From an optimization exercise on the open Yosys and OpenROAD flow, aimed at small area; shortcuts taken in it are not production practice.
In this exercise RTL edits were held to simulation tests only and were not proved equivalent to the original.

==> flow/design.v (outline; a module is shown in full before it is edited, if it fits) <==
// module rp_adc_frontend: 33 lines
// module rp_pid_channel: 2781 lines
// module rp_fa: 10 lines
// module rp_ha: 9 lines
// module rp_err: 141 lines
// module rp_hn: 9 lines
// module rp_xn2: 7 lines
// module rp_or2: 7 lines
// module rp_output_limiter: 81 lines
// module rp_dac_formatter: 28 lines
// module rp_lock_top: 59 lines
module rp_lock_top (
  input  logic         adc_clk,
  input  logic         rst_n_i,
  input  logic [31:0]  adc_dat_i,
  input  logic         digital_loop_i,
  input  logic [93:0]  pid_cfg_i,
  input  logic [83:0]  limit_cfg_i,
  output logic [13:0]  dac_dat_o,
  output logic         dac_sel_o,
  output logic [3:0]   railed_o
);
  // ...
==> flow/flow/run.sh <==
#!/bin/bash
# Layout flow: the standard ORFS flow (standard.sh, with its unchanged synthesis), with
#  - the buffers Yosys/ABC inserted removed at floorplan (repair_design later buffers what
#    the placed design needs),
#  - the port buffers that global placement inserts made of the smallest buffer cell,
#  - after floorplan and again after placement repair, cells on paths with spare slack sized
#    down (flow/recover_fp.tcl, flow/recover.tcl),
#  - clock tree synthesis without dummy load cells, from clkbuf_8 leaf buffers driving small clusters.
# make's full output goes to flow_make.log; each ORFS step logs under orfs/logs/.
set -euo pipefail
cd "$(dirname "$0")/.."
bash standard.sh \
  REMOVE_ABC_BUFFERS=1 \
  BUFFER_PORTS_ARGS="-buffer_cell sky130_fd_sc_hd__buf_1" \
  POST_FLOORPLAN_TCL="$PWD/flow/recover_fp.tcl" \
  POST_RESIZE_TCL="$PWD/flow/recover.tcl" \
  CTS_ARGS="-sink_clustering_enable -repair_clock_nets -dont_use_dummy_load -root_buf sky130_fd_sc_hd__clkbuf_16 -buf_list sky130_fd_sc_hd__clkbuf_8 -sink_clustering_size 10 -sink_clustering_max_diameter 60" \
  finish > flow_make.log 2>&1
==> flow/flow/recover.tcl <==
# After placement repair: downsize cells on paths that have slack to spare (the
# resizer's power recovery), so that cells Yosys/ABC sized up for speed shrink back.
log_cmd estimate_parasitics -placement
log_cmd repair_timing -recover_power 100 -setup_margin 0.5
report_worst_slack
==> flow/flow/recover_fp.tcl <==
# After floorplan (before placement, so with ideal wires): downsize cells that synthesis
# sized up for speed, keeping 0.6 ns of setup slack for the wires; placement and the
# later repair steps size up or buffer again wherever the placed design needs it.
log_cmd repair_timing -recover_power 100 -setup_margin 0.6
report_worst_slack
==> flow/standard.sh <==
#!/bin/bash
# synth_recipe.tcl (not shown) runs the flow's synth.tcl, then flattens the netlist and writes it again
# the make line also repeats each setting of config.mk as NAME=value (left out here)
make -C /OpenROAD-flow-scripts/flow DESIGN_CONFIG=/design/flow/config.mk WORK_HOME=/design/flow/orfs CLKGATE_MAP_FILE= SYNTH_SCRIPT=/design/flow/synth_recipe.tcl "${@:-finish}"
==> flow/config.mk <==
export PLATFORM = sky130hd
export DESIGN_NAME = rp_lock_top
export DESIGN_NICKNAME = rp_lock_top
export VERILOG_FILES = /design/flow/design.v
export SDC_FILE = /design/flow/constraint.sdc
export NUM_CORES = 4
export LEC_CHECK = 0
export CAP_MARGIN = 5
export CORE_MARGIN = 2
export CORE_UTILIZATION = 40
export GPL_TIMING_DRIVEN = 0
export PLACE_DENSITY = 0.7
export SLEW_MARGIN = 5
export SYNTH_HIERARCHICAL = 1
export SYNTH_MINIMUM_KEEP_SIZE = 0
==> flow/constraint.sdc <==
create_clock -name core_clock -period 13.0 [get_ports {adc_clk}]
set_input_delay 2.6000 -clock core_clock [delete_from_list [all_inputs] [get_ports {adc_clk}]]
set_output_delay 2.6000 -clock core_clock [all_outputs]
set_load 0.01 [all_outputs]
==> run summary, run 1 <==
- Status: timing/DRC/antenna clean
- Worst Path Arrival: roughly 13 ns
- Placed insts: about 4600
- Starting DRC count in detailed routing: 2089
- Placed cell area: between 30000 and 40000 sq um
- Tapcells: roughly 1200
- Flop-to-flop setup slack: roughly 2.5 ns
- Rel. slew slack: 0.106
- Worst Path Max Fanout: 23
- R2R Path End: g_ch[0].i_pid.ctrl_q[2]
- Synth Area in XOR/XNOR: 0.0437
- Non-CTS inverters: between 150 and 200
- Register with the most flip-flops: g_ch.i_pid.integ_nq
- Die footprint: 92400 sq um
- Top-count cell post-synth: nand2_1
- Crit Path Category: input pin to flip-flop
- Cell mode on critical path: fa_1
- Period utilisation layout: 0.961
- Yosys warns: 10
- Final setup viols: 0
- Crit path depth: 36
- Fill count: between 8000 and 9000
- Crit path to: g_ch[0].i_pid.ctrl_q[2]
- Least-Margin Pin Slew: approximately 1.3 ns
- Post-synthesis simple-gate area fraction: 0.162
- Synth Area in Compound Gates: 0.0681
- Synth area leaders: fa_1 (52%), nand2_1 (10%), dfrtp_1 (6.3%), dfstp_2 (5.0%), xnor2_1 (3.4%)
- Largest delay share family, worst path: adder cells
- Repair and plain buffers: ~260
- Max Fclk: between 80 and 90 MHz
- Final instance area: between 30000 and 40000 sq um
- Fin worst setup slack: between 0.5 and 0.6 ns
- # clock sinks: between 150 and 200
- DR WL/cell: approximately 22 microns
- Critical path launch point type: input pin
- Commonest cells after routing, fill and taps aside: nand2_1 (966), fa_1 (928), buf_1 (223)
- CP bufs+invs: 6
- Worst Clk Skew: ~0.027 ns
- Worst hold path stage count: 1
- #FFs+latches synth: roughly 160
==> module rp_adc_frontend, before the edit <==
module rp_adc_frontend (
  input  logic                                                adc_clk,
  input  logic                                                rst_n_i,
  input  rp_sample_pkg::adc_raw_t [rp_sample_pkg::NUM_CH-1:0] adc_dat_i,       
  input  rp_sample_pkg::sample_t  [rp_sample_pkg::NUM_CH-1:0] loop_dat_i,      
  input  logic                                                digital_loop_i,  
  output rp_sample_pkg::sample_t  [rp_sample_pkg::NUM_CH-1:0] sample_o
);
rp_sample_pkg::sample_t [rp_sample_pkg::NUM_CH-1:0] adc_cnv;    
rp_sample_pkg::sample_t [rp_sample_pkg::NUM_CH-1:0] sample_d;   
rp_sample_pkg::sample_t [rp_sample_pkg::NUM_CH-1:0] sample_q;
always_comb
begin
  for (int ch = 0; ch < rp_sample_pkg::NUM_CH; ch++)
  begin
    adc_cnv[ch]  = {adc_dat_i[ch][rp_sample_pkg::ADC_RAW_W-1],
                    ~adc_dat_i[ch][rp_sample_pkg::ADC_RAW_W-2:2]};
    sample_d[ch] = digital_loop_i ? loop_dat_i[ch] : adc_cnv[ch];   
  end
end
always_ff @(posedge adc_clk or negedge rst_n_i)
begin
  if (!rst_n_i)
  begin
    sample_q <= '0;
  end
  else
  begin
    sample_q <= sample_d;
  end
end
assign sample_o = sample_q;
endmodule
==> module rp_err, before the edit <==
module rp_err (
  input  logic [13:0] a,
  input  logic [13:0] b,
  output logic [14:0] d
);
logic er_s1;
logic er_c2;
logic er_i3;
logic er_s4;
logic er_c5;
logic er_i6;
logic er_s7;
logic er_c8;
logic er_i9;
logic er_s10;
logic er_c11;
logic er_s12;
logic er_c13;
logic er_i14;
logic er_s15;
logic er_c16;
logic er_i17;
logic er_s18;
logic er_c19;
logic er_x20;
logic er_p21;
logic er_x22;
logic er_p23;
logic er_x24;
logic er_p25;
logic er_k26;
logic er_s27;
logic er_c28;
logic er_i29;
logic er_s30;
logic er_c31;
logic er_i32;
logic er_s33;
logic er_c34;
logic er_x35;
logic er_p36;
logic er_x37;
logic er_p38;
logic er_x39;
logic er_p40;
logic er_k41;
logic er_s42;
logic er_c43;
logic er_i44;
logic er_s45;
logic er_c46;
logic er_i47;
logic er_s48;
logic er_c49;
logic er_x50;
logic er_p51;
logic er_x52;
logic er_p53;
logic er_x54;
logic er_p55;
logic er_k56;
logic er_s57;
logic er_c58;
logic er_i59;
logic er_s60;
logic er_c61;
logic er_x62;
logic er_p63;
logic er_x64;
logic er_p65;
assign er_s1 = a[0] ^ b[0];
assign er_c2 = a[0] | ~b[0];
assign er_i3 = ~b[1];
rp_fa u_er_s4 (.a(er_i3), .b(a[1]), .c(er_c2), .s(er_s4), .co(er_c5));
assign er_i6 = ~b[2];
rp_fa u_er_s7 (.a(er_i6), .b(a[2]), .c(er_c5), .s(er_s7), .co(er_c8));
assign er_i9 = ~b[3];
rp_fa u_er_s10 (.a(er_i9), .b(a[3]), .c(er_c8), .s(er_s10), .co(er_c11));
assign er_s12 = ~(a[4] ^ b[4]);
assign er_c13 = a[4] & ~b[4];
assign er_i14 = ~b[5];
rp_fa u_er_s15 (.a(er_i14), .b(a[5]), .c(er_c13), .s(er_s15), .co(er_c16));
assign er_i17 = ~b[6];
rp_fa u_er_s18 (.a(er_i17), .b(a[6]), .c(er_c16), .s(er_s18), .co(er_c19));
assign er_x20 = er_s12 ^ er_c11;
assign er_p21 = er_s12;
assign er_x22 = er_s15 ^ (er_c11 & er_p21);
assign er_p23 = er_p21 & er_s15;
assign er_x24 = er_s18 ^ (er_c11 & er_p23);
assign er_p25 = er_p23 & er_s18;
assign er_k26 = (er_c19) | (er_c11 & er_p25);
assign er_s27 = ~(a[7] ^ b[7]);
assign er_c28 = a[7] & ~b[7];
assign er_i29 = ~b[8];
rp_fa u_er_s30 (.a(er_i29), .b(a[8]), .c(er_c28), .s(er_s30), .co(er_c31));
assign er_i32 = ~b[9];
rp_fa u_er_s33 (.a(er_i32), .b(a[9]), .c(er_c31), .s(er_s33), .co(er_c34));
assign er_x35 = er_s27 ^ er_k26;
assign er_p36 = er_s27;
assign er_x37 = er_s30 ^ (er_k26 & er_p36);
assign er_p38 = er_p36 & er_s30;
assign er_x39 = er_s33 ^ (er_k26 & er_p38);
assign er_p40 = er_p38 & er_s33;
assign er_k41 = (er_c34) | (er_k26 & er_p40);
assign er_s42 = ~(a[10] ^ b[10]);
assign er_c43 = a[10] & ~b[10];
assign er_i44 = ~b[11];
rp_fa u_er_s45 (.a(er_i44), .b(a[11]), .c(er_c43), .s(er_s45), .co(er_c46));
assign er_i47 = ~b[12];
rp_fa u_er_s48 (.a(er_i47), .b(a[12]), .c(er_c46), .s(er_s48), .co(er_c49));
assign er_x50 = er_s42 ^ er_k41;
assign er_p51 = er_s42;
assign er_x52 = er_s45 ^ (er_k41 & er_p51);
assign er_p53 = er_p51 & er_s45;
assign er_x54 = er_s48 ^ (er_k41 & er_p53);
assign er_p55 = er_p53 & er_s48;
assign er_k56 = (er_c49) | (er_k41 & er_p55);
assign er_s57 = ~(a[13] ^ b[13]);
assign er_c58 = a[13] & ~b[13];
assign er_i59 = ~b[13];
rp_fa u_er_s60 (.a(er_i59), .b(a[13]), .c(er_c58), .s(er_s60), .co(er_c61));
assign er_x62 = er_s57 ^ er_k56;
assign er_p63 = er_s57;
assign er_x64 = er_s60 ^ (er_k56 & er_p63);
assign er_p65 = er_p63 & er_s60;
assign d[0] = er_s1;
assign d[1] = er_s4;
assign d[2] = er_s7;
assign d[3] = er_s10;
assign d[4] = er_x20;
assign d[5] = er_x22;
assign d[6] = er_x24;
assign d[7] = er_x35;
assign d[8] = er_x37;
assign d[9] = er_x39;
assign d[10] = er_x50;
assign d[11] = er_x52;
assign d[12] = er_x54;
assign d[13] = er_x62;
assign d[14] = er_x64;
endmodule
==> module rp_lock_top, before the edit <==
module rp_lock_top (
  input  logic         adc_clk,
  input  logic         rst_n_i,
  input  logic [31:0]  adc_dat_i,
  input  logic         digital_loop_i,
  input  logic [93:0]  pid_cfg_i,
  input  logic [83:0]  limit_cfg_i,
  output logic [13:0]  dac_dat_o,
  output logic         dac_sel_o,
  output logic [3:0]   railed_o
);
rp_sample_pkg::adc_raw_t   [rp_sample_pkg::NUM_CH-1:0] adc_dat;      
assign adc_dat = adc_dat_i;
rp_sample_pkg::sample_t [rp_sample_pkg::NUM_CH-1:0] adc_sample;   
rp_sample_pkg::sample_t [rp_sample_pkg::NUM_CH-1:0] pid_dat;      
rp_sample_pkg::sample_t [rp_sample_pkg::NUM_CH-1:0] lim_dat;      
rp_adc_frontend i_frontend (
  .adc_clk        (adc_clk       ),
  .rst_n_i        (rst_n_i       ),
  .adc_dat_i      (adc_dat       ),
  .loop_dat_i     (lim_dat       ),   
  .digital_loop_i (digital_loop_i),
  .sample_o       (adc_sample    )
);
generate
  for (genvar ch = 0; ch < rp_sample_pkg::NUM_CH; ch++)
  begin : g_ch
    rp_ctrl_pkg::pid_cfg_t   pid_cfg;
    rp_ctrl_pkg::limit_cfg_t limit_cfg;
    rp_ctrl_pkg::railed_t    railed;      
    assign pid_cfg   = pid_cfg_i[ch*47 +: 47];
    assign limit_cfg = limit_cfg_i[ch*42 +: 42];
    assign railed_o[ch*2 +: 2] = railed;
    rp_pid_channel i_pid (
      .adc_clk  (adc_clk       ),
      .rst_n_i  (rst_n_i       ),
      .sample_i (adc_sample[ch]),
      .cfg_i    (pid_cfg       ),
      .railed_i (railed        ),   
      .ctrl_o   (pid_dat[ch]   )
    );
    rp_output_limiter i_limit (
      .adc_clk  (adc_clk        ),
      .rst_n_i  (rst_n_i        ),
      .ctrl_i   (pid_dat[ch]    ),
      .cfg_i    (limit_cfg      ),
      .lim_o    (lim_dat[ch]    ),
      .railed_o (railed         )
    );
  end
endgenerate
rp_dac_formatter i_dac (
  .adc_clk   (adc_clk  ),
  .rst_n_i   (rst_n_i  ),
  .lim_i     (lim_dat  ),
  .dac_dat_o (dac_dat_o),
  .dac_sel_o (dac_sel_o)
);
endmodule
==> inputs of run 2 (changes only) <==
--- a/flow/design.v
+++ b/flow/design.v
@@ -43,48 +43,48 @@
 endpackage
 `timescale 1ns/1ps
 module rp_adc_frontend (
   input  logic                                                adc_clk,
   input  logic                                                rst_n_i,
   input  rp_sample_pkg::adc_raw_t [rp_sample_pkg::NUM_CH-1:0] adc_dat_i,       
   input  rp_sample_pkg::sample_t  [rp_sample_pkg::NUM_CH-1:0] loop_dat_i,      
   input  logic                                                digital_loop_i,  
-  output rp_sample_pkg::sample_t  [rp_sample_pkg::NUM_CH-1:0] sample_o
+  output rp_sample_pkg::sample_t  [rp_sample_pkg::NUM_CH-1:0] sample_n_o       
 );
-rp_sample_pkg::sample_t [rp_sample_pkg::NUM_CH-1:0] adc_cnv;    
-rp_sample_pkg::sample_t [rp_sample_pkg::NUM_CH-1:0] sample_d;   
-rp_sample_pkg::sample_t [rp_sample_pkg::NUM_CH-1:0] sample_q;
+rp_sample_pkg::sample_t [rp_sample_pkg::NUM_CH-1:0] adc_cnv_n;   
+rp_sample_pkg::sample_t [rp_sample_pkg::NUM_CH-1:0] sample_n_d;  
+rp_sample_pkg::sample_t [rp_sample_pkg::NUM_CH-1:0] sample_n_q;  
 always_comb
 begin
   for (int ch = 0; ch < rp_sample_pkg::NUM_CH; ch++)
   begin
-    adc_cnv[ch]  = {adc_dat_i[ch][rp_sample_pkg::ADC_RAW_W-1],
-                    ~adc_dat_i[ch][rp_sample_pkg::ADC_RAW_W-2:2]};
-    sample_d[ch] = digital_loop_i ? loop_dat_i[ch] : adc_cnv[ch];   
+    adc_cnv_n[ch]  = {~adc_dat_i[ch][rp_sample_pkg::ADC_RAW_W-1],
+                      adc_dat_i[ch][rp_sample_pkg::ADC_RAW_W-2:2]};
+    sample_n_d[ch] = digital_loop_i ? ~loop_dat_i[ch] : adc_cnv_n[ch];   
   end
 end
 always_ff @(posedge adc_clk or negedge rst_n_i)
 begin
   if (!rst_n_i)
   begin
-    sample_q <= '0;
+    sample_n_q <= '1;    
   end
   else
   begin
-    sample_q <= sample_d;
+    sample_n_q <= sample_n_d;
   end
 end
-assign sample_o = sample_q;
+assign sample_n_o = sample_n_q;
 endmodule
 `timescale 1ns/1ps
 module rp_pid_channel (
   input  logic                   adc_clk,
   input  logic                   rst_n_i,
-  input  rp_sample_pkg::sample_t sample_i,   
+  input  rp_sample_pkg::sample_t sample_n_i,  
   input  rp_ctrl_pkg::pid_cfg_t  cfg_i,
   input  rp_ctrl_pkg::railed_t   railed_i,   
   output rp_sample_pkg::sample_t ctrl_o      
 );
 logic [14:0]         e;           
 logic [15:0]         kp;
 logic [15:0]         ki;
 logic [31:0]         s_sum;       
@@ -95,17 +95,17 @@
 rp_ctrl_pkg::integ_t    integ_d;
 rp_ctrl_pkg::integ_t    integ_q;
 rp_ctrl_pkg::integ_t    integ_nq;    
 rp_sample_pkg::sample_t ctrl_d;
 rp_sample_pkg::sample_t ctrl_q;
 assign kp = cfg_i.kp;
 assign ki = cfg_i.ki;
 assign s_sum[11:0] = '0;
-rp_err u_err (.a(cfg_i.setpoint), .b(sample_i), .d(e));
+rp_err u_err (.a(cfg_i.setpoint), .b_n(sample_n_i), .d(e));
 logic ps_pp1;
 logic ps_pp2;
 logic ps_pp3;
 logic ps_pp4;
 logic ps_pp5;
 logic ps_pp6;
 logic ps_pp7;
 logic ps_pp8;
@@ -2813,17 +2813,17 @@
 assign t_sum[24] = ~pt_x778;
 assign t_sum[25] = ~pt_x780;
 assign t_sum[26] = ~pt_x791;
 assign t_sum[27] = ~pt_x793;
 assign t_sum[28] = ~pt_x795;
 assign t_sum[29] = ~pt_x797;
 assign t_sum[30] = ~pt_x802;
 assign t_sum[31] = pt_x804;
-assign e_zero   = (cfg_i.setpoint == sample_i);
+assign e_zero   = (cfg_i.setpoint == ~sample_n_i);
 assign ki_zero  = (ki == '0);
 assign i_freeze = !ki_zero && ((railed_i.high && !e[14] && !e_zero) || (railed_i.low && e[14]));
 always_comb
 begin
   if (!cfg_i.enable)
     integ_d = '0;
   else if (i_freeze)
     integ_d = integ_q;
@@ -2873,154 +2873,130 @@
   output logic s,
   output logic co
 );
 assign s  = a ^ b;
 assign co = a & b;
 endmodule
 module rp_err (
   input  logic [13:0] a,
-  input  logic [13:0] b,
+  input  logic [13:0] b_n,
   output logic [14:0] d
 );
 logic er_s1;
 logic er_c2;
-logic er_i3;
-logic er_s4;
-logic er_c5;
-logic er_i6;
+logic er_s3;
+logic er_c4;
+logic er_s5;
+logic er_c6;
 logic er_s7;
 logic er_c8;
-logic er_i9;
-logic er_s10;
-logic er_c11;
-logic er_s12;
-logic er_c13;
-logic er_i14;
-logic er_s15;
-logic er_c16;
-logic er_i17;
-logic er_s18;
-logic er_c19;
-logic er_x20;
-logic er_p21;
-logic er_x22;
-logic er_p23;
-logic er_x24;
-logic er_p25;
-logic er_k26;
-logic er_s27;
-logic er_c28;
-logic er_i29;
-logic er_s30;
-logic er_c31;
-logic er_i32;
-logic er_s33;
-logic er_c34;
-logic er_x35;
-logic er_p36;
-logic er_x37;
-logic er_p38;
-logic er_x39;
-logic er_p40;
-logic er_k41;
-logic er_s42;
-logic er_c43;
-logic er_i44;
-logic er_s45;
-logic er_c46;
-logic er_i47;
+logic er_s9;
+logic er_c10;
+logic er_s11;
+logic er_c12;
+logic er_s13;
+logic er_c14;
+logic er_x15;
+logic er_p16;
+logic er_x17;
+logic er_p18;
+logic er_x19;
+logic er_p20;
+logic er_k21;
+logic er_s22;
+logic er_c23;
+logic er_s24;
+logic er_c25;
+logic er_s26;
+logic er_c27;
+logic er_x28;
+logic er_p29;
+logic er_x30;
+logic er_p31;
+logic er_x32;
+logic er_p33;
+logic er_k34;
+logic er_s35;
+logic er_c36;
+logic er_s37;
+logic er_c38;
+logic er_s39;
+logic er_c40;
+logic er_x41;
+logic er_p42;
+logic er_x43;
+logic er_p44;
+logic er_x45;
+logic er_p46;
+logic er_k47;
 logic er_s48;
 logic er_c49;
-logic er_x50;
-logic er_p51;
+logic er_s50;
+logic er_c51;
 logic er_x52;
 logic er_p53;
 logic er_x54;
 logic er_p55;
-logic er_k56;
-logic er_s57;
-logic er_c58;
-logic er_i59;
-logic er_s60;
-logic er_c61;
-logic er_x62;
-logic er_p63;
-logic er_x64;
-logic er_p65;
-assign er_s1 = a[0] ^ b[0];
-assign er_c2 = a[0] | ~b[0];
-assign er_i3 = ~b[1];
-rp_fa u_er_s4 (.a(er_i3), .b(a[1]), .c(er_c2), .s(er_s4), .co(er_c5));
-assign er_i6 = ~b[2];
-rp_fa u_er_s7 (.a(er_i6), .b(a[2]), .c(er_c5), .s(er_s7), .co(er_c8));
-assign er_i9 = ~b[3];
-rp_fa u_er_s10 (.a(er_i9), .b(a[3]), .c(er_c8), .s(er_s10), .co(er_c11));
-assign er_s12 = ~(a[4] ^ b[4]);
-assign er_c13 = a[4] & ~b[4];
-assign er_i14 = ~b[5];
-rp_fa u_er_s15 (.a(er_i14), .b(a[5]), .c(er_c13), .s(er_s15), .co(er_c16));
-assign er_i17 = ~b[6];
-rp_fa u_er_s18 (.a(er_i17), .b(a[6]), .c(er_c16), .s(er_s18), .co(er_c19));
-assign er_x20 = er_s12 ^ er_c11;
-assign er_p21 = er_s12;
-assign er_x22 = er_s15 ^ (er_c11 & er_p21);
-assign er_p23 = er_p21 & er_s15;
-assign er_x24 = er_s18 ^ (er_c11 & er_p23);
-assign er_p25 = er_p23 & er_s18;
-assign er_k26 = (er_c19) | (er_c11 & er_p25);
-assign er_s27 = ~(a[7] ^ b[7]);
-assign er_c28 = a[7] & ~b[7];
-assign er_i29 = ~b[8];
-rp_fa u_er_s30 (.a(er_i29), .b(a[8]), .c(er_c28), .s(er_s30), .co(er_c31));
-assign er_i32 = ~b[9];
-rp_fa u_er_s33 (.a(er_i32), .b(a[9]), .c(er_c31), .s(er_s33), .co(er_c34));
-assign er_x35 = er_s27 ^ er_k26;
-assign er_p36 = er_s27;
-assign er_x37 = er_s30 ^ (er_k26 & er_p36);
-assign er_p38 = er_p36 & er_s30;
-assign er_x39 = er_s33 ^ (er_k26 & er_p38);
-assign er_p40 = er_p38 & er_s33;
-assign er_k41 = (er_c34) | (er_k26 & er_p40);
-assign er_s42 = ~(a[10] ^ b[10]);
-assign er_c43 = a[10] & ~b[10];
-assign er_i44 = ~b[11];
-rp_fa u_er_s45 (.a(er_i44), .b(a[11]), .c(er_c43), .s(er_s45), .co(er_c46));
-assign er_i47 = ~b[12];
-rp_fa u_er_s48 (.a(er_i47), .b(a[12]), .c(er_c46), .s(er_s48), .co(er_c49));
-assign er_x50 = er_s42 ^ er_k41;
-assign er_p51 = er_s42;
-assign er_x52 = er_s45 ^ (er_k41 & er_p51);
-assign er_p53 = er_p51 & er_s45;
-assign er_x54 = er_s48 ^ (er_k41 & er_p53);
-assign er_p55 = er_p53 & er_s48;
-assign er_k56 = (er_c49) | (er_k41 & er_p55);
-assign er_s57 = ~(a[13] ^ b[13]);
-assign er_c58 = a[13] & ~b[13];
-assign er_i59 = ~b[13];
-rp_fa u_er_s60 (.a(er_i59), .b(a[13]), .c(er_c58), .s(er_s60), .co(er_c61));
-assign er_x62 = er_s57 ^ er_k56;
-assign er_p63 = er_s57;
-assign er_x64 = er_s60 ^ (er_k56 & er_p63);
-assign er_p65 = er_p63 & er_s60;
+assign er_s1 = ~(a[0] ^ b_n[0]);
+assign er_c2 = a[0] | b_n[0];
+rp_fa u_er_s3 (.a(b_n[1]), .b(a[1]), .c(er_c2), .s(er_s3), .co(er_c4));
+rp_fa u_er_s5 (.a(b_n[2]), .b(a[2]), .c(er_c4), .s(er_s5), .co(er_c6));
+rp_fa u_er_s7 (.a(b_n[3]), .b(a[3]), .c(er_c6), .s(er_s7), .co(er_c8));
+rp_ha u_er_s9 (.a(a[4]), .b(b_n[4]), .s(er_s9), .co(er_c10));
+rp_fa u_er_s11 (.a(b_n[5]), .b(a[5]), .c(er_c10), .s(er_s11), .co(er_c12));
+rp_fa u_er_s13 (.a(b_n[6]), .b(a[6]), .c(er_c12), .s(er_s13), .co(er_c14));
+assign er_x15 = er_s9 ^ er_c8;
+assign er_p16 = er_s9;
+assign er_x17 = er_s11 ^ (er_c8 & er_p16);
+assign er_p18 = er_p16 & er_s11;
+assign er_x19 = er_s13 ^ (er_c8 & er_p18);
+assign er_p20 = er_p18 & er_s13;
+assign er_k21 = (er_c14) | (er_c8 & er_p20);
+rp_ha u_er_s22 (.a(a[7]), .b(b_n[7]), .s(er_s22), .co(er_c23));
+rp_fa u_er_s24 (.a(b_n[8]), .b(a[8]), .c(er_c23), .s(er_s24), .co(er_c25));
+rp_fa u_er_s26 (.a(b_n[9]), .b(a[9]), .c(er_c25), .s(er_s26), .co(er_c27));
+assign er_x28 = er_s22 ^ er_k21;
+assign er_p29 = er_s22;
+assign er_x30 = er_s24 ^ (er_k21 & er_p29);
+assign er_p31 = er_p29 & er_s24;
+assign er_x32 = er_s26 ^ (er_k21 & er_p31);
+assign er_p33 = er_p31 & er_s26;
+assign er_k34 = (er_c27) | (er_k21 & er_p33);
+rp_ha u_er_s35 (.a(a[10]), .b(b_n[10]), .s(er_s35), .co(er_c36));
+rp_fa u_er_s37 (.a(b_n[11]), .b(a[11]), .c(er_c36), .s(er_s37), .co(er_c38));
+rp_fa u_er_s39 (.a(b_n[12]), .b(a[12]), .c(er_c38), .s(er_s39), .co(er_c40));
+assign er_x41 = er_s35 ^ er_k34;
+assign er_p42 = er_s35;
+assign er_x43 = er_s37 ^ (er_k34 & er_p42);
+assign er_p44 = er_p42 & er_s37;
+assign er_x45 = er_s39 ^ (er_k34 & er_p44);
+assign er_p46 = er_p44 & er_s39;
+assign er_k47 = (er_c40) | (er_k34 & er_p46);
+rp_ha u_er_s48 (.a(a[13]), .b(b_n[13]), .s(er_s48), .co(er_c49));
+rp_fa u_er_s50 (.a(b_n[13]), .b(a[13]), .c(er_c49), .s(er_s50), .co(er_c51));
+assign er_x52 = er_s48 ^ er_k47;
+assign er_p53 = er_s48;
+assign er_x54 = er_s50 ^ (er_k47 & er_p53);
+assign er_p55 = er_p53 & er_s50;
 assign d[0] = er_s1;
-assign d[1] = er_s4;
-assign d[2] = er_s7;
-assign d[3] = er_s10;
-assign d[4] = er_x20;
-assign d[5] = er_x22;
-assign d[6] = er_x24;
-assign d[7] = er_x35;
-assign d[8] = er_x37;
-assign d[9] = er_x39;
-assign d[10] = er_x50;
-assign d[11] = er_x52;
-assign d[12] = er_x54;
-assign d[13] = er_x62;
-assign d[14] = er_x64;
+assign d[1] = er_s3;
+assign d[2] = er_s5;
+assign d[3] = er_s7;
+assign d[4] = er_x15;
+assign d[5] = er_x17;
+assign d[6] = er_x19;
+assign d[7] = er_x28;
+assign d[8] = er_x30;
+assign d[9] = er_x32;
+assign d[10] = er_x41;
+assign d[11] = er_x43;
+assign d[12] = er_x45;
+assign d[13] = er_x52;
+assign d[14] = er_x54;
 endmodule
 module rp_hn (
   input  logic a,
   input  logic b,
   output logic s,
   output logic co
 );
 rp_or2  u_or (.a(a), .b(b), .y(co));
@@ -3160,40 +3136,40 @@
   input  logic [93:0]  pid_cfg_i,
   input  logic [83:0]  limit_cfg_i,
   output logic [13:0]  dac_dat_o,
   output logic         dac_sel_o,
   output logic [3:0]   railed_o
 );
 rp_sample_pkg::adc_raw_t   [rp_sample_pkg::NUM_CH-1:0] adc_dat;      
 assign adc_dat = adc_dat_i;
-rp_sample_pkg::sample_t [rp_sample_pkg::NUM_CH-1:0] adc_sample;   
+rp_sample_pkg::sample_t [rp_sample_pkg::NUM_CH-1:0] adc_sample_n;  
 rp_sample_pkg::sample_t [rp_sample_pkg::NUM_CH-1:0] pid_dat;      
 rp_sample_pkg::sample_t [rp_sample_pkg::NUM_CH-1:0] lim_dat;      
 rp_adc_frontend i_frontend (
   .adc_clk        (adc_clk       ),
   .rst_n_i        (rst_n_i       ),
   .adc_dat_i      (adc_dat       ),
   .loop_dat_i     (lim_dat       ),   
   .digital_loop_i (digital_loop_i),
-  .sample_o       (adc_sample    )
+  .sample_n_o     (adc_sample_n  )
 );
 generate
   for (genvar ch = 0; ch < rp_sample_pkg::NUM_CH; ch++)
   begin : g_ch
     rp_ctrl_pkg::pid_cfg_t   pid_cfg;
     rp_ctrl_pkg::limit_cfg_t limit_cfg;
     rp_ctrl_pkg::railed_t    railed;      
     assign pid_cfg   = pid_cfg_i[ch*47 +: 47];
     assign limit_cfg = limit_cfg_i[ch*42 +: 42];
     assign railed_o[ch*2 +: 2] = railed;
     rp_pid_channel i_pid (
       .adc_clk  (adc_clk       ),
       .rst_n_i  (rst_n_i       ),
-      .sample_i (adc_sample[ch]),
+      .sample_n_i (adc_sample_n[ch]),
       .cfg_i    (pid_cfg       ),
       .railed_i (railed        ),   
       .ctrl_o   (pid_dat[ch]   )
     );
     rp_output_limiter i_limit (
       .adc_clk  (adc_clk        ),
       .rst_n_i  (rst_n_i        ),
       .ctrl_i   (pid_dat[ch]    ),
==> flow/flow/run.sh (replaced) <==
#!/bin/bash
# Layout flow: the standard ORFS flow (standard.sh, with its unchanged synthesis), with
#  - the buffers Yosys/ABC inserted removed at floorplan (repair_design later buffers what
#    the placed design needs),
#  - the port buffers that global placement inserts made of the smallest buffer cell,
#  - after placement repair, cells on paths with spare slack sized down (flow/recover.tcl),
#  - clock tree synthesis without dummy load cells, from clkbuf_8 leaf buffers driving small clusters.
# make's full output goes to flow_make.log; each ORFS step logs under orfs/logs/.
set -euo pipefail
cd "$(dirname "$0")/.."
bash standard.sh \
  REMOVE_ABC_BUFFERS=1 \
  BUFFER_PORTS_ARGS="-buffer_cell sky130_fd_sc_hd__buf_1" \
  POST_RESIZE_TCL="$PWD/flow/recover.tcl" \
  CTS_ARGS="-sink_clustering_enable -repair_clock_nets -dont_use_dummy_load -root_buf sky130_fd_sc_hd__clkbuf_16 -buf_list sky130_fd_sc_hd__clkbuf_8 -sink_clustering_size 10 -sink_clustering_max_diameter 60" \
  finish > flow_make.log 2>&1
==> flow/config.mk (replaced) <==
export PLATFORM = sky130hd
export DESIGN_NAME = rp_lock_top
export DESIGN_NICKNAME = rp_lock_top
export VERILOG_FILES = /design/flow/design.v
export SDC_FILE = /design/flow/constraint.sdc
export NUM_CORES = 4
export LEC_CHECK = 0
export CAP_MARGIN = 5
export CORE_MARGIN = 2
export CORE_UTILIZATION = 40
export GPL_TIMING_DRIVEN = 0
export SLEW_MARGIN = 5
export SYNTH_HIERARCHICAL = 1
export SYNTH_MINIMUM_KEEP_SIZE = 0
removed: flow/flow/recover_fp.tcl
==> run summary, run 2 <==
- Commonest non-fill, non-tap cell in the layout: nand2_1 (unchanged)
- Max cap viols: 1 (was 0)
- Vias in the first global route: 28100 (was 29200)
- Seq/Total Area, Yosys: 0.114 (was 0.113)
- Post-synth EDFFs: 0 (unchanged)
- Number of I/O pins: 232 (unchanged)
- Min Tclk post-route: 12.51 ns (was 12.49 ns)
- Final setup viols: 0 (unchanged)
- First-pass GRT wire length: 168 mm (was 166 mm)
- Final hold violations: 0 (unchanged)
- Largest delay share family, worst path: adder cells (unchanged)
- Initial Util: 0.405 (was 0.402)
- Die Y: 304 microns (about the same)
- Drt total wl: 104 mm (about the same)
- DR pass1 iterations: 6 (was 5)
- Worst Path Arrival: 12.88 ns (was 12.71 ns)
- Period utilisation layout: 0.963 (was 0.961)
- Largest net degree at the start of global routing: 33 (was 43)
- Top FF cell, synth: dfstp_2 (was dfrtp_1)
- CTS buffer count: 17 (unchanged)
- Critical path launch point type: input pin (unchanged)
- CTS tree: built (unchanged)
- CTS root buffer: clkbuf_16 (unchanged)
- Register with the most flip-flops: g_ch.i_pid.integ_nq (unchanged)
- Pre-CTS WS: -0.374 ns (was -0.717 ns)
- Status: complete, but fails checks (was timing/DRC/antenna clean)
- Least-Margin Pin Slew: 1.50 ns (was 1.34 ns)
- ANT nets after route: 0 (unchanged)
- Total GRT Usage: 0.238 (was 0.234)
- Critical Path RT: 13.36 ns (was 13.22 ns)
- Async S/R FF share, synth: 1.00 (unchanged)
- RSZ-0062 raised after global routing: false (unchanged)
- Synth area leader: fa_1 (unchanged)
- Top cells by count, synth: nand2_1 (938), fa_1 (934), clkbuf_1 (162) (was nand2_1 (964), fa_1 (934), clkbuf_1 (162))
- Rel. slew slack: -0.00836 (was 0.106)
- Critical Path Max Stage Delay: 0.55 ns (was 0.91 ns)
- Max reg flops: 56 (unchanged)
- Pins Over Slew Limit: 1 (was 0)
- Synth area leaders: fa_1 (52%), nand2_1 (9.8%), dfstp_2 (7.1%), dfrtp_1 (4.3%), xnor2_1 (3.1%) (was fa_1 (52%), nand2_1 (10%), dfrtp_1 (6.3%), dfstp_2 (5.0%), xnor2_1 (3.4%))
- Die X: 304 microns (about the same)
- Area Overhead vs Synth: 6.10% (was 6.17%)
- DR WL/cell: 22.6 microns (was 22.3 microns)
- Post-Syn Area: 36000 sq um (about the same)
- Crit Path Category: input pin to flip-flop (unchanged)
- #FFs+latches synth: 159 (unchanged)
- Clock latency (worst-skew pair): 0.47 ns (was 0.43 ns)
- Core Region: 88800 sq um (was 89600 sq um)
- Worst min path class: flip-flop to flip-flop (unchanged)
- Final HPWL DP: 83.9 mm (was 82.2 mm)
- Fin worst setup slack: 0.485 ns (was 0.512 ns)
- Die footprint: 92300 sq um (was 92400 sq um)
- Cell mode on critical path: fa_1 (unchanged)
- Gpl congestion: 0.888 (was 0.928)
- Worst Path Max Fanout: 14 (was 23)
- Yosys warns: 10 (unchanged)
- Flop-to-flop setup slack: 2.40 ns (was 2.45 ns)
- H-tree Lvls: 4 (unchanged)
- CP Capture Type: flip-flop (unchanged)
- Max Fclk: 79.9 MHz (was 80.1 MHz)
- Unique masters post-synth: 88 (was 89)
- Initial antenna violation count: 22 (was 35)
- Row Count: 109 (was 110)
- Clock Pin Slew Worst Setup and Hold Paths: 0.12 ns (was 0.09 ns)
- Area share of the largest cell type after synthesis: 0.520 (about the same)
- CP bufs+invs: 5 (was 6)
- Starting DRC count in detailed routing: 1820 (was 2089)
- Post-Syn Area per Cell: 10.6 sq um (was 10.5 sq um)
- Commonest cells after routing, fill and taps aside: nand2_1 (938), fa_1 (928), buf_1 (225) (was nand2_1 (966), fa_1 (928), buf_1 (223))
- Overflow after GRT: 0 (unchanged)
- Number of port buffers: 227 (unchanged)
- Setup TNS: 0 ns (unchanged)
- Vias per cell: 5.53 (was 5.61)
- Via count: 25600 (was 26200)
- DRC: 0 (unchanged)
- Syn Inst Count: 3389 (was 3416)
- Failing Checks: capacitance limit
- Share of cells above drive strength 1: 0.0760 (was 0.0658)
- # clock sinks: 159 (unchanged)
- Final #Nets: 4651 (was 4681)
- Worst Clk Skew: 0.0568 ns (was 0.0269 ns)
- Top-count cell post-synth: nand2_1 (unchanged)
- Hold-fix buffers, CTS: 0 (unchanged)
- Slowest-stage cell, CP: xor2_4 (was a31oi_1)
- Clk buf depth: 2 (unchanged)
run 2: changes by cell type after synthesis, moves of 20 or more:
cell	change
dfrtp_1	-28
dfstp_2	+28
mux2i_1	+28
nand2_1	-26
o21ai_2	-20
run 2: worst paths after layout:
path / to / cells past startpoint / start
min reg2reg: i_dac.code_q[5] / 1 / g_ch[1].i_limit.lim_q[5]
min: i_dac.code_q[5] / 1 / g_ch[1].i_limit.lim_q[5]
min in group asynchronous: g_ch[0].i_limit.lim_q[1] / 1 / rst_n_i
max: g_ch[1].i_pid.integ_nq[8] / 35 / pid_cfg_i[79]
max in group asynchronous: g_ch[0].i_pid.ctrl_q[4] / 4 / rst_n_i
max reg2reg: g_ch[1].i_pid.integ_nq[8] / 34 / i_frontend.sample_n_q[14]
run 2: layout make-up:
type / count / area, sq um
fill: 8398 / 50600
timing repair buffer: 255 / 1270
inverter: 159 / 597
sequential: 159 / 4100
clock buffer: 17 / 245
tap: 1165 / 1460
multi-input combinational: 2858 / 30500
antenna: 6 / 15.0
run 2: kinds of logic after synthesis:
kind of cell	Yosys count	synth area share
adder cells (fa/ha/maj)	1008	0.545
AO/OA/AOI/OAI	254	0.0624
flip-flops	159	0.114
AND/OR/NAND/NOR	1318	0.159
multiplexers	100	0.0287
XOR/XNOR	178	0.0438
buffers and inverters	372	0.0468
run 2: through the flow:
step | hold WS, ns | area, sq um | utilization | instances
final | 0.359 | 38200 | 0.430 | 4619
after global routing | 0.375 | 38100 | 0.430 | 4616
after CTS | 0.359 | 38000 | 0.428 | 4611
after detailed placement | 0.416 | 37800 | 0.425 | 4594
after global placement | 0.412 | 37200 | 0.419 | 4568
after floorplan | 0.386 | 34900 | - | 3176
run 2: modules after synthesis, one instance, submodules excluded, excerpt:
module / cells inside / cell area, sq um / flops+latches / copies in the design
rp_err: 43 / 334 / 0 / 2
rp_pid_channel: 861 / 5190 / 42 / 2
rp_ha: 1 / 12.5 / 0 / 18
rp_adc_frontend: 85 / 1160 / 28 / 1
rp_fa: 1 / 20.0 / 0 / 934
rp_output_limiter: 174 / 1510 / 16 / 2
rp_xn2: 1 / 8.76 / 0 / 82
rp_dac_formatter: 32 / 568 / 15 / 1
rp_or2: 1 / 6.26 / 0 / 82
run 2: repair_timing:
item	in CTS	in global routing
setup buffers	0	1
hold endpoints to repair	0	0
gates resized for setup	0	9
endpoints found under the setup margin	0	67
run 2: metal layers:
metal | vias to the layer above | share of wire | GRT usage
met5 | - | 0.0014 | 0
li1 | 10800 | - | -
met4 | 24 | 0.024 | 0.0644
met1 | 13500 | 0.44 | 0.341
met2 | 1032 | 0.45 | 0.358
met3 | 140 | 0.089 | 0.0614
==> inputs of run 3 (changes only) <==
--- a/flow/config.mk
+++ b/flow/config.mk
@@ -11,2 +11,3 @@
 export GPL_TIMING_DRIVEN = 0
+export PLACE_DENSITY = 0.7
 export SLEW_MARGIN = 5
==> run summary, run 3 <==
- Status: timing/DRC/antenna clean (was complete, but fails checks)
- Area Overhead vs Synth: 6.12% (was 6.10%)
- Die X: 304 microns (unchanged)
- #FFs+latches synth: 159 (unchanged)
- Max Fclk: 79.5 MHz (was 79.9 MHz)
- # clock sinks: 159 (unchanged)
- Share of cells above drive strength 1: 0.0777 (was 0.0760)
- Worst Path Max Fanout: 24 (was 14)
- Rel. slew slack: 0.176 (was -0.00836)
- Fin util: 0.430 (about the same)
- Syn Inst Count: 3389 (unchanged)
- Total GRT Usage: 0.231 (was 0.238)
- Crit Path Category: input pin to flip-flop (unchanged)
- Period utilisation layout: 0.968 (was 0.963)
- Final HPWL DP: 81.2 mm (was 83.9 mm)
- Gpl congestion: 0.884 (was 0.888)
- Top-count cell post-synth: nand2_1 (unchanged)
- Area used by multi-input combinational logic: 30500 sq um (about the same)
- Clock latency (worst-skew pair): 0.42 ns (was 0.47 ns)
- Slowest-stage cell, CP: fa_1 (was xor2_4)
- Vias per cell: 5.62 (was 5.53)
- Number of I/O pins: 232 (unchanged)
- Core Region: 88800 sq um (unchanged)
- Die footprint: 92300 sq um (unchanged)
- Final setup viols: 0 (unchanged)
- Worst Path Arrival: 12.92 ns (was 12.88 ns)
- ANT nets after route: 0 (unchanged)
- Critical Path Max Stage Delay: 0.54 ns (was 0.55 ns)
- Starting DRC count in detailed routing: 2453 (was 1820)
- Post-CTS Setup Repair Bufs: 0 (unchanged)
- Seq/Total Area, Yosys: 0.114 (unchanged)
- CTS tree: built (unchanged)
- Final instance area: 38200 sq um (about the same)
- HP Start: g_ch[0].i_limit.lim_q[12] (was g_ch[1].i_limit.lim_q[5])
- Synth area leaders: fa_1 (52%), nand2_1 (9.8%), dfstp_2 (7.1%), dfrtp_1 (4.3%), xnor2_1 (3.1%) (unchanged)
- CTS root buffer: clkbuf_16 (unchanged)
- Top FF cell, synth: dfstp_2 (unchanged)
- H-tree Lvls: 4 (unchanged)
- Least-Margin Pin Slew: 1.24 ns (was 1.50 ns)
- Unique masters post-synth: 88 (unchanged)
- Critical Path RT: 13.34 ns (was 13.36 ns)
- RSZ-0062 raised after global routing: false (unchanged)
- DR pass1 iterations: 8 (was 6)
- Post-Syn Area per Cell: 10.6 sq um (unchanged)
- Final #Nets: 4651 (unchanged)
- Post-Syn Area: 36000 sq um (unchanged)
- Yosys warns: 10 (unchanged)
- CP bufs+invs: 6 (was 5)
- Final cell count without fillers: 4626 (was 4619)
- Row Count: 109 (unchanged)
- Largest delay share family, worst path: adder cells (unchanged)
- Worst min path class: flip-flop to flip-flop (unchanged)
- Fill count: 8252 (was 8398)
- Crit. Startpoint: pid_cfg_i[79] (unchanged)
- CP Capture Type: flip-flop (unchanged)
- Max reg flops: 56 (unchanged)
- Clock Pin Slew Worst Setup and Hold Paths: 0.08 ns (was 0.12 ns)
- DR WL/cell: 22.2 microns (was 22.6 microns)
- Clk buf depth: 2 (unchanged)
- Register with the most flip-flops: g_ch.i_pid.integ_nq (unchanged)
- First-pass GRT wire length: 164 mm (was 168 mm)
- Die Y: 304 microns (unchanged)
- Final hold violations: 0 (unchanged)
- CTS buffer count: 17 (unchanged)
- Post-synth EDFFs: 0 (unchanged)
- Initial antenna violation count: 31 (was 22)
- Vias in the first global route: 28900 (was 28100)
- Register area: 4100 sq um (unchanged)
- Via count: 26000 (was 25600)
- Placed cell area: 37800 sq um (about the same)
- Worst Clk Skew: 0.0376 ns (was 0.0568 ns)
- Drt total wl: 103 mm (was 104 mm)
- Largest net degree at the start of global routing: 37 (was 33)
- R2r startpoint: i_frontend.sample_n_q[14] (unchanged)
- Async S/R FF share, synth: 1.00 (unchanged)
- Area share of the largest cell type after synthesis: 0.520 (unchanged)
- Commonest cells after routing, fill and taps aside: nand2_1 (938), fa_1 (928), buf_1 (225) (unchanged)
- Overflow after GRT: 0 (unchanged)
- Top cells by count, synth: nand2_1 (938), fa_1 (934), clkbuf_1 (162) (unchanged)
- DRC: 0 (unchanged)
- Min Tclk post-route: 12.58 ns (was 12.51 ns)
- Initial Util: 0.405 (unchanged)
- Cell mode on critical path: fa_1 (unchanged)
- Placed insts: 4595 (was 4594)
- Commonest non-fill, non-tap cell in the layout: nand2_1 (unchanged)
- Pins Over Slew Limit: 0 (was 1)
- Critical path launch point type: input pin (unchanged)
- Number of port buffers: 227 (unchanged)
- Max cap viols: 0 (was 1)
- Synth area leader: fa_1 (unchanged)
==> run 3: cell counts after synthesis <==
No cell type changed its count.
==> run 3: layout make-up <==
| cell class | count | share of cell area |
|---|---|---|
| timing repair buffer | 255 | 0.0325 |
| multi-input combinational | 2858 | 0.799 |
| antenna | 13 | 0.000852 |
| tap | 1165 | 0.0382 |
| sequential | 159 | 0.107 |
| inverter | 159 | 0.0156 |
| clock buffer | 17 | 0.00643 |
==> run 3: worst paths after layout <==
path / to / slack, ns / depth (start not counted)
setup reg to reg: g_ch[1].i_pid.integ_nq[6] / 2.34 / 35
max in group asynchronous: g_ch[0].i_pid.integ_nq[27] / 8.22 / 4
hold reg to reg: i_dac.code_q[12] / 0.42 / 1
setup / recovery: g_ch[1].i_pid.integ_nq[6] / 0.42 / 36
min in group asynchronous: g_ch[1].i_limit.lim_q[11] / 2.07 / 1
hold / removal: i_dac.code_q[12] / 0.42 / 1
==> run 3: through the flow <==
| stage | hold WS (ns) | setup TNS, ns | setup slack (ns) |
|---|---|---|---|
| after CTS | 0.420 | 0 | 0.177 |
| after global placement | 0.402 | -156.70 | -2.13 |
| after floorplan | 0.386 | 0 | 0.423 |
| final | 0.422 | 0 | 0.415 |
| after global routing | 0.435 | 0 | 0.0604 |
| after detailed placement | 0.413 | -34.83 | -0.646 |
==> run 3: Yosys stat by module, one instance, submodules excluded, a selection <==
| module | cell area, sq um | flops+latches |
|---|---|---|
| rp_adc_frontend | 1160 | 28 |
| rp_dac_formatter | 568 | 15 |
| rp_err | 334 | 0 |
| rp_or2 | 6.26 | 0 |
| rp_output_limiter | 1510 | 16 |
| rp_pid_channel | 5190 | 42 |
| rp_xn2 | 8.76 | 0 |
==> run 3: cells by family (layout without fill, tap and decap cells) <==
logic type / Yosys count / count (layout) / synth area share
and+or+nand+nor: 1318 / 1318 / 0.159
AOI/OAI and AO/OA: 254 / 254 / 0.0624
xor gates and xnor gates: 178 / 178 / 0.0438
buffers and inverters: 372 / 431 / 0.0468
adders and majority gates: 1008 / 1008 / 0.545
DFF: 159 / 159 / 0.114
muxes: 100 / 100 / 0.0287
other: 0 / 13 / 0
==> run 3: repair_timing <==
action	in CTS	in global routing
setup endpoints to repair	51	64
resized for setup	2	8
hold buffers	0	0
==> run 3: layer usage <==
layer  routed length (microns)  up-vias  part of all wire  track usage
met5                       220        -            0.0021            0
met4                      2970       32             0.029       0.0730
met3                      9560      212             0.093       0.0518
met2                     46900     1203              0.46        0.359
met1                     43100    13700              0.42        0.323
li1                          -    10800                 -            -
==> inputs of run 4 (changes only) <==
--- a/flow/config.mk
+++ b/flow/config.mk
@@ -7,3 +7,3 @@
 export LEC_CHECK = 0
-export CAP_MARGIN = 5
+export CAP_MARGIN = 15
 export CORE_MARGIN = 2
@@ -11,4 +11,3 @@
 export GPL_TIMING_DRIVEN = 0
-export PLACE_DENSITY = 0.7
-export SLEW_MARGIN = 5
+export SLEW_MARGIN = 15
 export SYNTH_HIERARCHICAL = 1
==> run summary, run 4 <==
- Status: timing/DRC/antenna clean (unchanged)
- HP Start: g_ch[1].i_limit.lim_q[5] (was g_ch[0].i_limit.lim_q[12])
- Top FF cell, synth: dfstp_2 (unchanged)
- H-tree Lvls: 4 (unchanged)
- CTS tree: built (unchanged)
- Commonest non-fill, non-tap cell in the layout: nand2_1 (unchanged)
- Clock Pin Slew Worst Setup and Hold Paths: 0.12 ns (was 0.08 ns)
- Pins Over Slew Limit: 0 (unchanged)
- Setup TNS: 0 ns (unchanged)
- Synth area leader: fa_1 (unchanged)
- Register with the most flip-flops: g_ch.i_pid.integ_nq (unchanged)
- Max cap viols: 0 (unchanged)
- Synth area leaders: fa_1 (52%), nand2_1 (9.8%), dfstp_2 (7.1%), dfrtp_1 (4.3%), xnor2_1 (3.1%) (unchanged)
- Worst Path Max Fanout: 19 (was 24)
- Initial antenna violation count: 27 (was 31)
- Gpl congestion: 0.888 (was 0.884)
- Die X: 304 microns (unchanged)
- Fin util: 0.433 (was 0.430)
- Number of I/O pins: 232 (unchanged)
- Final HPWL DP: 85.3 mm (was 81.2 mm)
- Vias in the first global route: 28300 (was 28900)
- Die footprint: 92300 sq um (unchanged)
- R2r startpoint: i_frontend.sample_n_q[14] (unchanged)
- Least-Margin Pin Slew: 1.22 ns (was 1.24 ns)
- #FFs+latches synth: 159 (unchanged)
- Critical Path Max Stage Delay: 0.60 ns (was 0.54 ns)
- Post-synth EDFFs: 0 (unchanged)
- DR pass1 iterations: 5 (was 8)
- Final instance area: 38500 sq um (was 38200 sq um)
- Final hold violations: 0 (unchanged)
- Async S/R FF share, synth: 1.00 (unchanged)
- Slowest-stage cell, CP: clkbuf_2 (was fa_1)
- Period utilisation layout: 0.967 (was 0.968)
- Area Overhead vs Synth: 6.93% (was 6.12%)
- Min Tclk post-route: 12.57 ns (was 12.58 ns)
- Max Fclk: 79.6 MHz (was 79.5 MHz)
- First-pass GRT wire length: 167 mm (was 164 mm)
- Critical path launch point type: input pin (unchanged)
- Largest net degree at the start of global routing: 33 (was 37)
- Core Region: 88800 sq um (unchanged)
- Clock latency (worst-skew pair): 0.47 ns (was 0.42 ns)
- Unique masters post-synth: 88 (unchanged)
- Row Count: 109 (unchanged)
- Overflow after GRT: 0 (unchanged)
- Yosys warns: 10 (unchanged)
- Number of port buffers: 227 (unchanged)
- Via count: 25600 (was 26000)
- DRC: 0 (unchanged)
- Area share of the largest cell type after synthesis: 0.520 (unchanged)
- Cell mode on critical path: fa_1 (unchanged)
- Seq/Total Area, Yosys: 0.114 (unchanged)
- ANT nets after route: 0 (unchanged)
- Worst Clk Skew: 0.0586 ns (was 0.0376 ns)
- Final setup viols: 0 (unchanged)
- Placed cell area: 38000 sq um (was 37800 sq um)
- Max reg flops: 56 (unchanged)
- Rel. slew slack: 0.185 (was 0.176)
- Share of cells above drive strength 1: 0.0815 (was 0.0777)
- Post-Syn Area per Cell: 10.6 sq um (unchanged)
- DR WL/cell: 22.5 microns (was 22.2 microns)
- Initial Util: 0.405 (unchanged)
- # clock sinks: 159 (unchanged)
- Critical Path RT: 13.37 ns (was 13.34 ns)
- Total GRT Usage: 0.237 (was 0.231)
- Clk buf depth: 2 (unchanged)
- CTS root buffer: clkbuf_16 (unchanged)
- CP Capture Type: flip-flop (unchanged)
- Top cells by count, synth: nand2_1 (938), fa_1 (934), clkbuf_1 (162) (unchanged)
- Vias per cell: 5.51 (was 5.62)
- Drt total wl: 104 mm (was 103 mm)
- Worst Path Arrival: 12.93 ns (was 12.92 ns)
- Die Y: 304 microns (unchanged)
- Flop-to-flop setup slack: 2.38 ns (was 2.34 ns)
- Final #Nets: 4663 (was 4651)
- R2R Path End: g_ch[1].i_pid.integ_nq[8] (was g_ch[1].i_pid.integ_nq[6])
- Syn Inst Count: 3389 (unchanged)
- Crit Path Category: input pin to flip-flop (unchanged)
- Top-count cell post-synth: nand2_1 (unchanged)
- Post-Syn Area: 36000 sq um (unchanged)
- Reg2reg path depth: 32 (was 35)
- Worst Hold Endpoint: i_dac.code_q[5] (was i_dac.code_q[12])
- Commonest cells after routing, fill and taps aside: nand2_1 (938), fa_1 (928), buf_1 (225) (unchanged)
- Worst hold path stage count: 1 (unchanged)
- Hold-fix buffers, CTS: 0 (unchanged)
- CTS buffer count: 17 (unchanged)
- Worst min path class: flip-flop to flip-flop (unchanged)
- Worst hold margin: 0.360 ns (was 0.422 ns)
- Starting DRC count in detailed routing: 1832 (was 2453)
## run 4: cell counts after synthesis
Identical to the previous run, type by type.
## run 4: how the worst max path moves through the flow
stage	start	endpoint	slack, ns	depth (start not counted)
2_1_floorplan	pid_cfg_i[32]	g_ch[0].i_pid.integ_nq[10]	0.42	34
3_3_place_gp	pid_cfg_i[79]	g_ch[1].i_pid.integ_nq[26]	-2.38	35
3_5_place_dp	pid_cfg_i[79]	g_ch[1].i_pid.integ_nq[18]	-0.37	34
4_1_cts	pid_cfg_i[79]	g_ch[1].i_pid.integ_nq[18]	0.11	34
5_1_grt	pid_cfg_i[79]	g_ch[1].i_pid.integ_nq[0]	-0.003	33
6_report	pid_cfg_i[79]	g_ch[1].i_pid.integ_nq[8]	0.43	33
## run 4: per-stage QoR
stage | worst slack (ns) | std cells
2_1_floorplan | 0.423 | 3176
3_3_place_gp | -2.38 | 4568
3_5_place_dp | -0.373 | 4605
4_1_cts | 0.115 | 4622
5_1_grt | -0.00305 | 4634
6_report | 0.435 | 4635
## run 4: final cells by class
class,instances,area (sq um)
multi-input combinational,2858,30500
sequential,159,4100
fill,8417,50300
clock buffer,17,245
tap,1165,1460
timing repair buffer,267,1540
antenna,10,25.0
inverter,159,597
## run 4: cells by family after synthesis
family	after synthesis	synth area share
flip-flops	159	0.114
AND/OR/NAND/NOR	1318	0.159
XOR/XNOR	178	0.0438
buffers and inverters	372	0.0468
multiplexers	100	0.0287
adder cells (fa/ha/maj)	1008	0.545
AO/OA/AOI/OAI	254	0.0624
## run 4: critical path: cells and delay by family
kind	cells	cell delay (ns)
buffers and inverters	5	0.89
AO/OA/AOI/OAI	7	2.08
AND/OR/NAND/NOR	5	1.08
adder cells (fa/ha/maj)	14	5.36
XOR/XNOR	2	0.90
## run 4: per-module statistics from Yosys, one instance, submodules excluded, a selection
module	flops+latches	cell area [sq um]	cells inside	times used
rp_output_limiter	16	1510	174	2
rp_dac_formatter	15	568	32	1
rp_xn2	0	8.76	1	82
rp_err	0	334	43	2
rp_ha	0	12.5	1	18
rp_adc_frontend	28	1160	85	1
## run 4: what timing repair did
action,4_1_cts,5_1_grt
buffers inserted,0,1
gates resized for setup,0,5
endpoints found under the setup margin,0,54
## run 4: routing by layer
| layer | part of all wire | vias to the layer above | track usage |
|---|---|---|---|
| li1 | - | 10900 | - |
| met1 | 0.44 | 13500 | 0.333 |
| met2 | 0.44 | 993 | 0.354 |
| met3 | 0.093 | 151 | 0.0726 |
| met4 | 0.026 | 28 | 0.0670 |
| met5 | 0.0018 | - | 0 |
==> inputs of run 5 (changes only) <==
--- a/flow/config.mk
+++ b/flow/config.mk
@@ -7,3 +7,3 @@
 export LEC_CHECK = 0
-export CAP_MARGIN = 15
+export CAP_MARGIN = 8
 export CORE_MARGIN = 2
@@ -11,3 +11,4 @@
 export GPL_TIMING_DRIVEN = 0
-export SLEW_MARGIN = 15
+export PLACE_DENSITY = 0.7
+export SLEW_MARGIN = 8
 export SYNTH_HIERARCHICAL = 1
==> run summary, run 5 <==
- CP Capture Type: flip-flop (unchanged)
- Yosys warns: 10 (unchanged)
- Worst Clk Skew: 0.0334 ns (was 0.0586 ns)
- Critical path launch point type: input pin (unchanged)
- CTS tree: built (unchanged)
- Worst Hold Endpoint: i_frontend.sample_n_q[24] (was i_dac.code_q[5])
- R2R Path End: g_ch[0].i_pid.integ_nq[6] (was g_ch[1].i_pid.integ_nq[8])
- R2r startpoint: i_frontend.sample_n_q[0] (was i_frontend.sample_n_q[14])
- Worst Path Max Fanout: 27 (was 19)
- Worst Path Arrival: 12.85 ns (was 12.93 ns)
- Row Count: 109 (unchanged)
- Register with the most flip-flops: g_ch.i_pid.integ_nq (unchanged)
- Commonest cells after routing, fill and taps aside: nand2_1 (938), fa_1 (928), buf_1 (225) (unchanged)
- Gpl congestion: 0.884 (was 0.888)
- Final #Nets: 4655 (was 4663)
- Period utilisation layout: 0.961 (was 0.967)
- Post-Syn Area: 36000 sq um (unchanged)
- Crit Path Category: input pin to flip-flop (unchanged)
- Syn Inst Count: 3389 (unchanged)
- CTS buffer count: 17 (unchanged)
- HP Start: g_ch[1].i_limit.lim_q[10] (was g_ch[1].i_limit.lim_q[5])
- Worst hold path stage count: 1 (unchanged)
- Vias in the first global route: 28900 (was 28300)
- First-pass GRT wire length: 164 mm (was 167 mm)
- Critical Path RT: 13.36 ns (was 13.37 ns)
- DRC: 0 (unchanged)
- DR pass1 iterations: 5 (unchanged)
- Core Region: 88800 sq um (unchanged)
- Number of I/O pins: 232 (unchanged)
- Placed cell area: 37800 sq um (was 38000 sq um)
- Fill count: 8236 (was 8417)
- #FFs+latches synth: 159 (unchanged)
- Die footprint: 92300 sq um (unchanged)
- Clock latency (worst-skew pair): 0.43 ns (was 0.47 ns)
- Via count: 25900 (was 25600)
- Final setup viols: 0 (unchanged)
- Post-synth EDFFs: 0 (unchanged)
- Die Y: 304 microns (unchanged)
- Least-Margin Pin Slew: 1.25 ns (was 1.22 ns)
- Largest net degree at the start of global routing: 36 (was 33)
- Seq/Total Area, Yosys: 0.114 (unchanged)
- Critical Path Max Stage Delay: 0.54 ns (was 0.60 ns)
- Total GRT Usage: 0.230 (was 0.237)
- Die X: 304 microns (unchanged)
- Starting DRC count in detailed routing: 2044 (was 1832)
- Rel. slew slack: 0.165 (was 0.185)
- Synth area leaders: fa_1 (52%), nand2_1 (9.8%), dfstp_2 (7.1%), dfrtp_1 (4.3%), xnor2_1 (3.1%) (unchanged)
- Overflow after GRT: 0 (unchanged)
- Async S/R FF share, synth: 1.00 (unchanged)
- # clock sinks: 159 (unchanged)
- Reg2reg path depth: 35 (was 32)
- Share of cells above drive strength 1: 0.0779 (was 0.0815)
- Area share of the largest cell type after synthesis: 0.520 (unchanged)
- Slowest-stage cell, CP: fa_1 (was clkbuf_2)
- Fin worst setup slack: 0.507 ns (was 0.435 ns)
- RSZ-0062 raised after global routing: false
- Final cell count without fillers: 4628 (was 4635)
- ANT nets after route: 0 (unchanged)
- Clock Pin Slew Worst Setup and Hold Paths: 0.09 ns (was 0.12 ns)
- Area Overhead vs Synth: 6.25% (was 6.93%)
- Fin util: 0.430 (was 0.433)
- Top FF cell, synth: dfstp_2 (unchanged)
- Final hold violations: 0 (unchanged)
- Final HPWL DP: 81.2 mm (was 85.3 mm)
- CTS root buffer: clkbuf_16 (unchanged)
- Max reg flops: 56 (unchanged)
- DR WL/cell: 22.1 microns (was 22.5 microns)
- Drt total wl: 102 mm (was 104 mm)
- Number of port buffers: 227 (unchanged)
- Placed insts: 4596 (was 4605)
- Hold-fix buffers, CTS: 0 (unchanged)
- Cell mode on critical path: fa_1 (unchanged)
- Final instance area: 38200 sq um (was 38500 sq um)
- Max cap viols: 0 (unchanged)
- Clk buf depth: 2 (unchanged)
- CTS resizes: 0 (unchanged)
- Status: timing/DRC/antenna clean (unchanged)
- Post-Syn Area per Cell: 10.6 sq um (unchanged)
- Pre-CTS WS: -0.267 ns (was -0.373 ns)
- Flop-to-flop setup slack: 2.41 ns (was 2.38 ns)
- Unique masters post-synth: 88 (unchanged)
- Max Fclk: 80.0 MHz (was 79.6 MHz)
- Min Tclk post-route: 12.49 ns (was 12.57 ns)
- Commonest non-fill, non-tap cell in the layout: nand2_1 (unchanged)
- Post-CTS Setup Repair Bufs: 0 (unchanged)
- Vias per cell: 5.60 (was 5.51)
- Synth area leader: fa_1 (unchanged)
- Initial antenna violation count: 29 (was 27)
- Worst min path class: flip-flop to flip-flop (unchanged)
- H-tree Lvls: 4 (unchanged)
- Top cells by count, synth: nand2_1 (938), fa_1 (934), clkbuf_1 (162) (unchanged)
- Initial Util: 0.405 (unchanged)
- Top-count cell post-synth: nand2_1 (unchanged)
- Pins Over Slew Limit: 0 (unchanged)
run 5: kinds of logic after synthesis:
kind of cell	after synthesis	share of synthesized area
buf+inv	372	0.0468
compound gates	254	0.0624
fa+ha+maj	1008	0.545
xor+xnor	178	0.0438
flops	159	0.114
mux	100	0.0287
simple gates	1318	0.159
run 5: layer usage:
layer	wire, microns	GRT usage	part of all wire
met1	43000	0.320	0.42
met2	46600	0.357	0.46
met3	9460	0.0560	0.093
met4	3000	0.0744	0.029
met5	214	0	0.0021
run 5: final cells by class:
type                       instances  area, sq um  share of cell area
clock buffer                      17          245             0.00642
sequential                       159         4100               0.107
antenna                           11         27.5            0.000720
inverter                         159          597              0.0156
tap                             1165         1460              0.0381
multi-input combinational       2858        30500               0.797
timing repair buffer             259         1320              0.0344
run 5: through the flow:
step	hold WS [ns]	TNS, ns
finish	0.425	0
detailed placement	0.415	-11.73
global placement	0.402	-156.70
CTS	0.428	0
floorplan	0.386	0
global route	0.446	0
run 5: critical path: cells and delay by family:
family | cells | cell delay [ns]
adder cells (fa/ha/maj) | 14 | 5.25
XOR/XNOR | 2 | 0.79
AND/OR/NAND/NOR | 5 | 1.00
buffers and inverters | 6 | 0.69
AO/OA/AOI/OAI | 9 | 2.47
run 5: worst max path at each step:
stage                  start                          to  slack (ns)
2_1_floorplan  pid_cfg_i[32]  g_ch[0].i_pid.integ_nq[10]        0.42
3_3_place_gp   pid_cfg_i[79]  g_ch[1].i_pid.integ_nq[26]       -2.13
3_5_place_dp   pid_cfg_i[79]  g_ch[1].i_pid.integ_nq[10]       -0.27
4_1_cts        pid_cfg_i[32]  g_ch[0].i_pid.integ_nq[20]        0.20
5_1_grt        pid_cfg_i[79]   g_ch[1].i_pid.integ_nq[6]        0.12
6_report       pid_cfg_i[32]   g_ch[0].i_pid.integ_nq[6]        0.51
run 5: Yosys stat by module, one instance, submodules excluded, excerpt:
module / cells inside / copies in the design / flip-flops and latches / cell area, sq um
rp_ha: 1 / 18 / 0 / 12.5
rp_adc_frontend: 85 / 1 / 28 / 1160
rp_or2: 1 / 82 / 0 / 6.26
rp_fa: 1 / 934 / 0 / 20.0
rp_pid_channel: 861 / 2 / 42 / 5190
rp_xn2: 1 / 82 / 0 / 8.76
rp_err: 43 / 2 / 0 / 334
rp_output_limiter: 174 / 2 / 16 / 1510
rp_dac_formatter: 32 / 1 / 15 / 568

what the ideal ports hide:
The flow's constraints put no driver on any port. The routed layouts listed below were extracted and timed again, unchanged, in two steps. Step 1: set_driving_cell puts a clkbuf_16 on adc_clk and a buf_2 on each other input, an assumption about the parent block. Step 2, shift: input delay + t, output delay - t, t = (earliest + latest rising clock arrival at the registers) / 2. This alone moves slack from input paths to output paths. Three values: ideal, step 1, step 2; two values: the first two.
| run | t, ns | setup slack, ns | slew at the worst register clock pin (ns) | worst slew at a driven data input, ns | pins driven straight from the clock port |
|---|---|---|---|---|---|
| run 1 | 0.468 | 0.512 / 0.536 / 0.068 | 0.10 / 0.10 | 0.19 | 1 |
| run 2 | 0.510 | 0.485 / 0.508 / -0.003 | 0.12 / 0.12 | 0.20 | 1 |
| run 3 | 0.456 | 0.415 / 0.431 / -0.025 | 0.09 / 0.09 | 0.19 | 1 |
| run 4 | 0.498 | 0.435 / 0.458 / -0.040 | 0.12 / 0.12 | 0.19 | 1 |
| run 5 | 0.468 | 0.507 / 0.529 / 0.061 | 0.10 / 0.10 | 0.19 | 1 |
For run 2, which loses most, drivers alone change the setup slack by +0.023 ns; drivers and shift together by -0.488 ns.
